This design comes from an exercise in tuning for small area and a short achievable clock period on the open sky130 flow, not from production work.
The RTL was checked by simulation tests, not by an equivalence proof against the original design.

===== design/flow/design.v =====
package iir_pkg;
  localparam int DW_DEF    = 11;
  localparam int CW_DEF    = 11;
  localparam int ORDER_DEF = 2;
  localparam int FRAC_DEF  = 10;
  localparam int SAT_IN_W = 64;
  function automatic int clog2(input int value);
    int v;
    int r;
    v = value - 32'sd1;
    r = 32'sd0;
    while (v > 32'sd0) begin
      r = r + 32'sd1;
      v = v >>> 1;
    end
    clog2 = r;
  endfunction
  function automatic int acc_width(input int dw, input int cw, input int order);
    acc_width = dw + cw + clog2(32'sd2 * order + 32'sd1);
  endfunction
  localparam int ACC_W_DEF = acc_width(DW_DEF, CW_DEF, ORDER_DEF);
  function automatic logic signed [SAT_IN_W-1:0] saturate(
    input  logic signed [SAT_IN_W-1:0] value,
    input  int                         dw
  );
    logic signed [SAT_IN_W-1:0] max_v;
    logic signed [SAT_IN_W-1:0] min_v;
    max_v = (64'sd1 <<< (dw - 32'sd1)) - 64'sd1;
    min_v = -(64'sd1 <<< (dw - 32'sd1));
    if (value > max_v) begin
      saturate = max_v;
    end else if (value < min_v) begin
      saturate = min_v;
    end else begin
      saturate = value;
    end
  endfunction
  function automatic logic sat_flag(
    input  logic signed [SAT_IN_W-1:0] value,
    input  int                         dw
  );
    logic signed [SAT_IN_W-1:0] max_v;
    logic signed [SAT_IN_W-1:0] min_v;
    max_v = (64'sd1 <<< (dw - 32'sd1)) - 64'sd1;
    min_v = -(64'sd1 <<< (dw - 32'sd1));
    sat_flag = (value > max_v) || (value < min_v);
  endfunction
endpackage
module iir_delay_line #(
  parameter int W     = 11,
  parameter int DEPTH = 2
) (
  input  logic             CLK,
  input  logic             RST_n,
  input  logic             EN,
  input  logic             CLR,
  input  logic [W-1:0]     D,
  output logic [W*DEPTH-1:0] TAPS
);
  logic [W*DEPTH-1:0] taps_r;
  logic [W*DEPTH-1:0] shifted_s;
  if (DEPTH == 1) begin : g_single
    assign shifted_s = D;
  end else begin : g_multi
    assign shifted_s = {taps_r[W*(DEPTH-1)-1:0], D};
  end
  always_ff @(posedge CLK or negedge RST_n) begin
    if (!RST_n) begin
      taps_r <= '0;
    end else if (CLR) begin
      taps_r <= '0;
    end else if (EN) begin
      taps_r <= shifted_s;
    end
  end
  assign TAPS = taps_r;
endmodule
module iir_filter_gen #(
  parameter int DW    = iir_pkg::DW_DEF,
  parameter int CW    = iir_pkg::CW_DEF,
  parameter int ORDER = iir_pkg::ORDER_DEF,
  parameter int FRAC  = iir_pkg::FRAC_DEF
) (
  input  logic                    CLK,
  input  logic                    RST_n,
  input  logic signed [DW-1:0]    DIN,
  input  logic                    VIN,
  input  logic [(ORDER+1)*CW-1:0] B,
  input  logic [ORDER*CW-1:0]     A,
  input  logic                    COEF_LD,
  output logic signed [DW-1:0]    DOUT,
  output logic                    VOUT,
  output logic                    SAT
);
  localparam int PW    = DW + CW;
  localparam int ACC_W = iir_pkg::acc_width(DW, CW, ORDER);
  logic signed [CW-1:0]       b_sh_r [0:ORDER];
  logic signed [CW-1:0]       a_sh_r [1:ORDER];
  logic signed [DW-1:0]       x_reg_r;
  logic                       v_reg_r;
  logic signed [DW-1:0]       dout_r;
  logic                       vout_r;
  logic                       sat_r;
  logic [ORDER*DW-1:0]        x_taps_s;
  logic [ORDER*DW-1:0]        y_taps_s;
  logic signed [DW-1:0]       xv_s [0:ORDER];
  logic signed [DW-1:0]       yv_s [1:ORDER];
  logic signed [PW-1:0]       prod_s;
  logic signed [ACC_W-1:0]    acc_s;
  logic signed [ACC_W-1:0]    shifted_s;
  logic signed [iir_pkg::SAT_IN_W-1:0] sat_out_s;
  logic                       sat_s;
  logic signed [DW-1:0]       y_sat_s;
  always_ff @(posedge CLK or negedge RST_n) begin
    if (!RST_n) begin
      for (int k = 0; k <= ORDER; k++) b_sh_r[k] <= '0;
      for (int k = 1; k <= ORDER; k++) a_sh_r[k] <= '0;
    end else if (COEF_LD) begin
      for (int k = 0; k <= ORDER; k++) b_sh_r[k] <= B[k*CW +: CW];
      for (int k = 1; k <= ORDER; k++) a_sh_r[k] <= A[(k-1)*CW +: CW];
    end
  end
  always_ff @(posedge CLK or negedge RST_n) begin
    if (!RST_n) begin
      x_reg_r <= '0;
      v_reg_r <= 1'b0;
    end else begin
      if (VIN) begin
        x_reg_r <= DIN;
      end
      v_reg_r <= VIN;
    end
  end
  iir_delay_line #(.W(DW), .DEPTH(ORDER)) u_x_line (
    .CLK  (CLK),
    .RST_n(RST_n),
    .EN   (v_reg_r),
    .CLR  (COEF_LD),
    .D    (x_reg_r),
    .TAPS (x_taps_s)
  );
  iir_delay_line #(.W(DW), .DEPTH(ORDER)) u_y_line (
    .CLK  (CLK),
    .RST_n(RST_n),
    .EN   (v_reg_r),
    .CLR  (COEF_LD),
    .D    (y_sat_s),
    .TAPS (y_taps_s)
  );
  always_comb begin
    xv_s[0] = x_reg_r;
    for (int k = 1; k <= ORDER; k++) begin
      xv_s[k] = x_taps_s[(k-1)*DW +: DW];
      yv_s[k] = y_taps_s[(k-1)*DW +: DW];
    end
    prod_s = '0;
    acc_s  = '0;
    for (int k = 0; k <= ORDER; k++) begin
      prod_s = PW'(xv_s[k]) * PW'(b_sh_r[k]);
      acc_s  = acc_s + ACC_W'(prod_s);
    end
    for (int k = 1; k <= ORDER; k++) begin
      prod_s = PW'(yv_s[k]) * PW'(a_sh_r[k]);
      acc_s  = acc_s - ACC_W'(prod_s);
    end
    shifted_s = acc_s >>> FRAC;
    sat_out_s = iir_pkg::saturate(iir_pkg::SAT_IN_W'(shifted_s), DW);
    sat_s     = iir_pkg::sat_flag(iir_pkg::SAT_IN_W'(shifted_s), DW);
    y_sat_s   = DW'(sat_out_s);
  end
  always_ff @(posedge CLK or negedge RST_n) begin
    if (!RST_n) begin
      dout_r <= '0;
      sat_r  <= 1'b0;
      vout_r <= 1'b0;
    end else begin
      if (v_reg_r) begin
        dout_r <= y_sat_s;
        sat_r  <= sat_s;
      end
      vout_r <= v_reg_r;
    end
  end
  assign DOUT = dout_r;
  assign VOUT = vout_r;
  assign SAT  = sat_r;
endmodule

===== design/flow/run.sh =====
#!/bin/bash
# synth_recipe.tcl (not shown) runs the flow's synth.tcl, then flattens the netlist and writes it again
# the make line also repeats each setting of config.mk as NAME=value (left out here)
make -C /OpenROAD-flow-scripts/flow DESIGN_CONFIG=/design/flow/config.mk WORK_HOME=/design/flow/orfs CLKGATE_MAP_FILE= SYNTH_SCRIPT=/design/flow/synth_recipe.tcl finish

===== design/flow/config.mk =====
export PLATFORM = sky130hd
export DESIGN_NAME = iir_filter_gen
export DESIGN_NICKNAME = iir_filter_gen
export VERILOG_FILES = /design/flow/design.v
export SDC_FILE = /design/flow/constraint.sdc
export NUM_CORES = 4
export LEC_CHECK = 0
export CAP_MARGIN = 20
export CORE_MARGIN = 2
export CORE_UTILIZATION = 40
export SLEW_MARGIN = 20

===== design/flow/constraint.sdc =====
create_clock -name core_clock -period 10.0 [get_ports {CLK}]
set_input_delay 2.0000 -clock core_clock [delete_from_list [all_inputs] [get_ports {CLK}]]
set_output_delay 2.0000 -clock core_clock [all_outputs]
set_load 0.01 [all_outputs]

==> notes.md <==
Worst Tran Pin Value=1020 ps; clock skew=17.3 ps; Vert. Die Dim=280 um; TritonCTS Buffers=17; Port Buf Inserts=82; crit path DAT=9510 ps; Final Hold Vio Count=0; grt ovf=0; Synth Flop Type=dfrtp_1; first-pass GRT wire length=127 mm; Seq/Total Area, Yosys=0.102; minimum clock period=9130 ps; core area=75700 um^2; WL final=77.5 mm; Area growth syn-to-layout=7.40%; dpl ws=898 ps; # nets final=4085; # IOs=83; initial antenna violation count=2; EDFF count, synth=0; synthesized flop and latch total=124; antenna viol nets, final=0; layout cell share with drive strength beyond 1=0.0420; CTS tree=done; vias in the first global route=21.6k; Cells after Synth=3053; RSZ-0062 raised after global routing=false; Pre-antenna DRT Iters=5; initial core utilization=0.403; Startpoint Class=register; post-CTS sizing=0; Die W=280 um; Synth Warn #=6; Post-Syn Area=30500 um^2; Post-CTS Setup Repair Bufs=0; CP max FO=17; antenna cells=0; initial DRC count=1116; max_cap viols=0; Placed Area=32200 um^2; synthesized area per cell=10.0 um^2; Avg Vias per Cell=4.80; routability cong.=0.957; CP Class=reg2reg; # clock sinks=124; Max Fclk=110 MHz; Syn Nets=4102; final setup TNS=0 ps; GRT Total Usage=0.218; Clock Latency Late Sink=500 ps; largest net degree at the start of global routing=84; Critical Path RT=10380 ps; H-tree depth=4; HPWL after DPL=66.5 mm; DR vias=19.3k; root buf cell=clkbuf_16; Max-slew headroom=0.318; clk slew on worst S/H paths=60 ps; DRC viols=0; Rows=101; CTS Hold Buffers Added=0; Max clock buf depth=2; Finished Cell Area=32800 um^2; Hold Crit Class=reg2reg; Yosys cell types=54; Avg WL per Cell=19.3 um; status=finished clean; Pins Over Slew Limit=0; final worst slack=872 ps; Setup crit end kind=register; ys async rst share=1.00; Tcrit/Tclk final=0.913; DIE AREA=78500 um^2; final setup vio count=0
==> layer usage <==
layer | vias to the layer above | global-route usage | share of wire | wire length, um
li1 | 8607 | - | - | -
met1 | 10200 | 0.292 | 0.42 | 32200
met2 | 465 | 0.370 | 0.51 | 39600
met3 | 91 | 0.0274 | 0.045 | 3500
met4 | 4 | 0.0697 | 0.029 | 2260
met5 | - | 0 | 0.00026 | 20
==> registers in the layout, indices dropped and copies added, names as in the netlist <==
name and count:
b_sh_r 33, x_reg_r 11, v_reg_r 1, vout_r 1, dout_r 11, u_x_line.taps_r 22
u_y_line.taps_r 22, sat_r 1, a_sh_r 22
==> area by class of cell <==
cell class | count | area (um^2)
clock buffer | 18 | 439
inverter | 892 | 3350
sequential | 124 | 3100
fill | 7277 | 42900
multi-input combinational | 1901 | 23500
clock inverter | 13 | 166
tap | 978 | 1220
timing repair buffer | 100 | 955
==> worst max-delay path: stages (launching register included) <==
cell	delay, ps
dfrtp_1	630
and2_1	300
inv_1	90
fa_1	600
inv_1	160
fa_1	730
fa_1	490
fa_1	540
inv_1	50
fa_1	480
fa_1	620
fa_1	460
fa_1	500
inv_1	50
fa_1	470
inv_1	40
ha_1	430
a211o_1	170
a21oi_1	100
a21o_1	190
a22o_1	220
a21oi_1	290
a21oi_2	120
xnor2_2	690
o21ai_2	270
a221oi_1	340
==> cells by family (layout without fill, tap and decap cells) <==
family / count (synthesis) / count (layout) / share of synthesized area
buffers and inverters: 1028 / 1023 / 0.127
adders and majority gates: 979 / 979 / 0.595
and+or+nand+nor: 691 / 691 / 0.108
DFF: 124 / 124 / 0.102
AOI/OAI and AO/OA: 101 / 101 / 0.0236
muxes: 96 / 96 / 0.0341
xor gates and xnor gates: 34 / 34 / 0.0100
==> cells in the final DEF (no fill, tap or decap), types with 33 or more instances in the layout <==
cell type	synthesis	routed
nor2_1	61	61
nand2_1	348	348
ha_1	190	190
mux2_2	63	63
dfrtp_1	124	123
fa_1	789	789
and2_1	225	225
mux2i_1	33	33
inv_1	889	889
clkdlybuf4s50_1	0	80
==> worst paths after layout <==
| path | slack [ps] | depth (start not counted) | from | to |
|---|---|---|---|---|
| max | 870 | 25 | u_y_line.taps_r[10] | u_y_line.taps_r[7] |
| min | 450 | 0 | v_reg_r | vout_r |
| max reg2reg | 870 | 25 | u_y_line.taps_r[10] | u_y_line.taps_r[7] |
| min reg2reg | 450 | 0 | v_reg_r | vout_r |
| max in group asynchronous | 7230 | 2 | RST_n | u_x_line.taps_r[4] |
| min in group asynchronous | 1580 | 1 | RST_n | vout_r |
==> per-stage QoR <==
stage | hold slack, ps | instances | util
after detailed placement | 451 | 3995 | 0.425
after global routing | 463 | 4026 | 0.433
after global placement | 455 | 3995 | 0.425
after floorplan | 352 | 3053 | -
after CTS | 465 | 4026 | 0.433
final | 452 | 4026 | 0.433
==> cells in the mapped netlist (all sizes together) (3+ instances only) <==
cell / n / area share
inv: 889 / 0.11
fa: 789 / 0.52
nand2: 348 / 0.043
and2: 225 / 0.046
ha: 190 / 0.078
clkbuf: 128 / 0.016
dfrtp: 124 / 0.10
mux2: 63 / 0.023
nor2: 61 / 0.0075
a21oi: 35 / 0.0064
mux2i: 33 / 0.011
xnor2: 29 / 0.0086
nor2b: 22 / 0.0045
o21ai: 18 / 0.0033
nand2b: 17 / 0.0035
buf: 8 / 0.0016
a211oi: 6 / 0.0016
a21o: 6 / 0.0015
nand3: 6 / 0.0011
a31oi: 5 / 0.0017
o211ai: 5 / 0.0012
o21a: 5 / 0.0012
xor2: 5 / 0.0014
a221oi: 4 / 0.0011
nand4: 4 / 0.00082
o2bb2ai: 4 / 0.0011
clkinv: 3 / 0.00037

## afterwards: timing with drivers on the ports
The results above use ideal ports. As a check the final layout listed here was re-extracted and re-timed, cells and wires unchanged.
Step 1 (the two cells are an assumption about what drives the block):
set clk [get_ports {CLK}]
set_driving_cell -lib_cell sky130_fd_sc_hd__clkbuf_16 $clk
set_driving_cell -lib_cell sky130_fd_sc_hd__buf_2 [delete_from_list [all_inputs] $clk]
Step 2 also shifts input and output timing later by t, the mid clock arrival at the registers, as if the neighbouring blocks saw the same clock.
a / b / c = no drivers / after step 1 / after step 2; a / b = the first two.
shift t [ns]: 0.552
setup slack, ns: 0.872 / 0.872 / 0.872
worst setup path after step 2: register to register
After both steps setup and hold are still met in this run. The setup slack of this run moves by 0.000 ns with the drivers and by 0.000 ns with both steps.
